This is an optimization exercise on Yosys and OpenROAD, whose aim is small area, a short achievable clock period and few clock cycles per item, not a production implementation.
The RTL was checked by simulation tests, not by an equivalence proof against the original design.

==> flow/design.v (outline; a module is shown in full before it is edited, if it fits) <==
// module lup_div: 102 lines
// module lup_mul: 1234 lines
// module lup_issue: 162 lines
// module lens_undistort_pixel: 738 lines
module lens_undistort_pixel (
    input  logic        clk,
    input  logic        rst_n,
    input  logic        s_tvalid,
    output logic        s_tready,
    input  logic [31:0] s_tdata,    
    output logic        m_tvalid,
    input  logic        m_tready,
    output logic [39:0] m_tdata,    
    output logic        m_tuser,    
    input  logic        psel,
    input  logic        penable,
    input  logic        pwrite,
    input  logic [5:0]  paddr,
    input  logic [63:0] pwdata,
    output logic [63:0] prdata,
    output logic        pready
);
  // ...
==> flow/run.sh <==
#!/bin/bash
# synth_recipe.tcl (not shown) runs the flow's synth.tcl, then flattens the netlist and writes it again
# the make line also repeats each setting of config.mk as NAME=value (left out here)
make -C /OpenROAD-flow-scripts/flow DESIGN_CONFIG=/design/flow/config.mk WORK_HOME=/design/flow/orfs CLKGATE_MAP_FILE= SYNTH_SCRIPT=/design/flow/synth_recipe.tcl finish
==> flow/config.mk <==
export PLATFORM = sky130hd
export DESIGN_NAME = lens_undistort_pixel
export DESIGN_NICKNAME = lens_undistort_pixel
export VERILOG_FILES = /design/flow/design.v
export SDC_FILE = /design/flow/constraint.sdc
export NUM_CORES = 4
export LEC_CHECK = 0
export CAP_MARGIN = 20
export CORE_MARGIN = 2
export CORE_UTILIZATION = 45
export SETUP_SLACK_MARGIN = 5
export SLEW_MARGIN = 20
==> flow/constraint.sdc <==
create_clock -name core_clock -period 12.0 [get_ports {clk}]
set_input_delay 2.4000 -clock core_clock [delete_from_list [all_inputs] [get_ports {clk}]]
set_output_delay 2.4000 -clock core_clock [all_outputs]
set_load 0.01 [all_outputs]
==> metrics.cfg, run 1 <==
[clocking]
clk_transition_reported_paths_ns=0.06
ctsRootBufferMaster=clkbuf_16
clock_tree_from_tritoncts=yes

[worst_hold_path]
worstHoldStart=u_divy.rem[16]
timing.hold.worst.class=flop to flop

[logic_synthesis]
post_synth_xor_area_fraction=0.0344
yosys.area.top_type_share=0.137
netlist_top_cells_area=edfxtp_1 14%, fa_1 9.7%, dfrtp_1 8.1%, ha_1 7.8%, dfxtp_1 6.0%
number_of_flops_mapped_to_enable_cells_by_yosys=402
synth.most_common_cell=nand2_1
synth-seq-area-share=0.279
post_synth_instance_area_mm2=0.0882
post_synth_most_frequent_cells=1,023 x nand2_1, 886 x o21ai_0, 805 x a21oi_1, 723 x inv_1, 688 x clkbuf_1
synth_seq_cells=955

[timing]
rsz0062_at_grt=false
finalHoldViolations=0
setup_tns_ns=0
slew_violations=0
relSlewSlack=0.170
timing_worst_slew_pin_value_ns=1.24
finalWorstSetupSlack_ns=5.03

[critical_path]
critical-path-slowest-cell=nor2_1
timing.critical_path.fanout_max=28
timing.critical_path.arrival_ns=7.61
required_ns=12.64
destination_of_the_critical_timing_path=prod_c[27]
cp_num_buf_inv=4
path_delay_family=adder cells

[drt]
met3RoutedLength_um=56600

[grt]
use_met2=0.622
antenna_found_initial=19

[finish]
multi_input_gate_area_in_the_final_layout_mm2=0.0588
layout.core_utilization=0.504
final_cell_mix=1,021 x nand2_1, 882 x o21ai_0, 799 x a21oi_1
largest_register_ff_count=51
synthesis_to_layout_area_growth_pct=11.3

[floorplanning]
std_cell_rows=162
pin_count=217

[status]
result_of_the_run=no timing/DRC/antenna violations

[placed_design]
portBuffers=180

Testbench counts, summed over its fixed seeds: cycles 112,784, items 2,560.
==> run 2, diff against run 1 <==
==> flow/flow/run.sh (new file) <==
#!/bin/bash
set -euo pipefail
sed 's/SETUP_SLACK_MARGIN=5/SETUP_SLACK_MARGIN=6.0/' standard.sh > standard_margin.sh
grep -q 'SETUP_SLACK_MARGIN=6.0' standard_margin.sh
bash standard_margin.sh finish > flow_make.log 2>&1
==> flow/standard.sh (new file) <==
#!/bin/bash
# synth_recipe.tcl (not shown) runs the flow's synth.tcl, then flattens the netlist and writes it again
# the make line also repeats each setting of config.mk as NAME=value (left out here)
make -C /OpenROAD-flow-scripts/flow DESIGN_CONFIG=/design/flow/config.mk WORK_HOME=/design/flow/orfs CLKGATE_MAP_FILE= SYNTH_SCRIPT=/design/flow/synth_recipe.tcl "${@:-finish}"
removed: flow/run.sh
==> metrics.cfg, run 2 <==
[job]
maxCapViolCount=0

[logic_synthesis]
synth_seq_cells=955  ; unchanged
number_of_flops_mapped_to_enable_cells_by_yosys=402  ; unchanged
synth.most_common_cell=nand2_1
yosys.area.top_type=edfxtp_1
postSynthCellCount=10300
post_synth_most_frequent_cells=1,023 x nand2_1, 886 x o21ai_0, 805 x a21oi_1, 723 x inv_1, 688 x clkbuf_1
synth_flop_cell=edfxtp_1
synth.yosys.warnings=6
post_synth_instance_area_mm2=0.0882  ; unchanged
async_flop_share=0.303
netlist_top_cells_area=edfxtp_1 14%, fa_1 9.7%, dfrtp_1 8.1%, ha_1 7.8%, dfxtp_1 6.0%
syn_avg_cell_area_um2=8.56
synthDistinctLibCells=103
yosys.area.top_type_share=0.137  ; unchanged
synth-seq-area-share=0.279  ; unchanged

[drt]
initialDrtViolationCount=13000
drt_pass1_iterations=14
vias=88000
route.final.wire_length_um=443000
post_drt_wl_per_cell_um=34.1
route.detailed.drc=0
drtAntennaViolNets=0
routed_via_density=6.79

[finish]
regArea_mm2=0.0246
biggestRegsByFlops=thr (51), prod_s (50)
synthesis_to_layout_area_growth_pct=12.5
finalNetCount=11300
commonest_non_fill_non_tap_cell_in_the_layout=nand2_1
multi_input_gate_area_in_the_final_layout_mm2=0.0594  ; +1.0%
largest_register=thr
final_layout_size_suffix_gt1_frac=0.106
nFillCells=18200
largest_register_ff_count=51  ; unchanged
final_cell_mix=1,008 x nand2_1, 868 x o21ai_0, 791 x a21oi_1

[critical_path]
timing.critical_path.fanout_max=6  ; -79%
cp_cell_sequence=buf_12 > mux2i_1 > inv_1 > ha_1 > nor2b_1 > o21a_1 > o21ai_0 > a211oi_1 > o21ai_1 > o2111ai_1 > o211ai_1 > o21ai_0 > a311o_1 > a21oi_1 > xor2_1 > a21oi_1
cp_num_buf_inv=2  ; -2
timing.critical_path.arrival_ns=6.53  ; -1.08 ns
destination_of_the_critical_timing_path=r4[23]
crit_type=flop to flop
path_delay_family=compound AO/OA/AOI/OAI gates
critical-path-max-stage-delay_ns=0.85
rr_worst_depth=16
regToRegSetupSlack_ns=5.98
critPathCaptureType=flop
critical-path-slowest-cell=o21ai_1
r2r_start=upd_y
critical_path_cell_count=16
timing.rr.end=r4[23]
critical_path.startpoint=upd_y
worst_setup_path_start_kind=flop
required_ns=12.50  ; -0.14 ns

[floorplanning]
die-height_um=447
initial_utilization=0.453
design.core.area_mm2=0.195
pin_count=217  ; unchanged
design.die.area_mm2=0.200
fp.dieW_um=447
std_cell_rows=162  ; unchanged

[clocking]
ctsRootBufferMaster=clkbuf_16
clock_tree_from_tritoncts=yes
max-clock-path-buffers=3
post_cts_hold_buffer_count=0
clk-insertion-delay-late_ns=0.89
clk_transition_reported_paths_ns=0.06  ; about the same
htree_levels=3
clock-sinks=955
cts_inserted_buffers=115

[timing]
setup_tns_ns=0  ; unchanged
timing.final.crit_period_ns=6.02
max_freq_mhz=166
setup_viol=0
slew_violations=0  ; unchanged
skew_ns=0.160
rsz0062_at_grt=true
timing_worst_slew_pin_value_ns=1.35  ; +0.102 ns
relSlewSlack=0.0957  ; -0.0747
finalHoldViolations=0  ; unchanged
final.period_utilization=0.502
finalWorstSetupSlack_ns=5.98  ; +0.944 ns

[placed_design]
hpwl_um=329000
preCtsSetupSlack_ns=3.50
portBuffers=180  ; unchanged
gp_congestion=1.07

[grt]
global_route_wire_length_before_repair_um=621000
grt_remaining_overflow=0
antenna_found_initial=29  ; +10
grt_pass1_vias=83800
grt_max_degree=78
grt_util_all_layers=0.432

[status]
result_of_the_run=no timing/DRC/antenna violations

[worst_hold_path]
timing.hold.worst.class=flop to flop

## run 2: stage by stage
| stage | hold WS (ns) | instances | util | area [um^2] |
|---|---|---|---|---|
| finish | 0.458 | 13000 | 0.510 | 99300 |
| global route | 0.464 | 12900 | 0.509 | 99200 |
| CTS | 0.461 | 12900 | 0.506 | 98600 |
| detailed placement | 0.445 | 12700 | 0.481 | 93700 |
| global placement | 0.445 | 12700 | 0.481 | 93600 |
| floorplan | 0.406 | 10300 | - | 88300 |
## run 2: layout make-up
type	instances	area share
well taps	2624	0.0331
flip-flops and latches	955	0.248
inverters	732	0.0278
clock buffers	165	0.0354
multi-input cells	7860	0.598
clock inverters	53	0.00726
repair buffers	556	0.0496
diodes	17	0.000429
## run 2: kinds of logic after synthesis
| family | count (synthesis) | synth area share |
|---|---|---|
| AO/OA/AOI/OAI | 3623 | 0.270 |
| XOR/XNOR | 346 | 0.0344 |
| adder cells (fa/ha/maj) | 975 | 0.175 |
| buffers and inverters | 1511 | 0.0656 |
| flip-flops | 955 | 0.279 |
| multiplexers | 395 | 0.0486 |
| other | 2 | 0.0000851 |
| AND/OR/NAND/NOR | 2501 | 0.128 |
## run 2: worst min-delay path by stage
stage | slack (ns) | startpoint | endpoint | depth (start not counted)
2_1_floorplan | 0.41 | u_divy.quo[0] | dy[0] | 0
3_3_place_gp | 0.44 | acc[17] | out_y[17] | 0
3_5_place_dp | 0.45 | acc[19] | out_y[19] | 0
4_1_cts | 0.46 | acc[19] | out_y[19] | 0
5_1_grt | 0.46 | acc[19] | out_y[19] | 0
6_report | 0.46 | acc[19] | out_y[19] | 0
## run 2: repair_timing
action                     CTS  global route
pin swaps                    8            15
gates cloned                 0             4
setup buffers               16            21
resized for setup          138           110
setup endpoints to repair  310           245
## run 2: worst reg2reg max path, cell delays in order (launching register included)
cell       delay, ns
dfrtp_4         0.53
buf_12          0.17
mux2i_1         0.31
inv_1           0.14
ha_1            0.28
nor2b_1         0.13
o21a_1          0.19
o21ai_0         0.49
a211oi_1        0.33
o21ai_1         0.85
o2111ai_1       0.27
o211ai_1        0.27
o21ai_0         0.32
a311o_1         0.43
a21oi_1         0.17
xor2_1          0.63
a21oi_1         0.17
## run 2: per-layer routing
layer | routed length, um | track usage
met2 | 184000 | 0.632
met4 | 41900 | 0.328
met3 | 53900 | 0.139
met5 | 89 | 0
met1 | 163000 | 0.528

## re-timing with driven ports
Ports are ideal in the flow. The routed layouts listed here were re-timed in OpenROAD.
Step 1 (the two cells are an assumption about what drives the block):
set clk [get_ports {clk}]
set_driving_cell -lib_cell sky130_fd_sc_hd__clkbuf_16 $clk
set_driving_cell -lib_cell sky130_fd_sc_hd__buf_2 [delete_from_list [all_inputs] $clk]
Step 2 also shifts input and output timing later by t, the mid clock arrival at the registers, as if the neighbouring blocks saw the same clock.
Three values: no drivers, after step 1, after step 2; two values: the first two.
| run | t, ns | slack for setup (ns) | clock arrival spread, ns | pins driven straight from the clock port |
|---|---|---|---|---|
| run 1 | 0.926 | 5.034 / 5.034 / 4.573 | 0.112 / 0.111 | 1 |
| run 2 | 0.903 | 5.978 / 5.978 / 5.226 | 0.163 / 0.163 | 1 |
After both steps setup and hold are still met in every run listed. For run 2, which loses most, drivers alone change the setup slack by 0.000 ns; drivers and shift together by -0.752 ns.
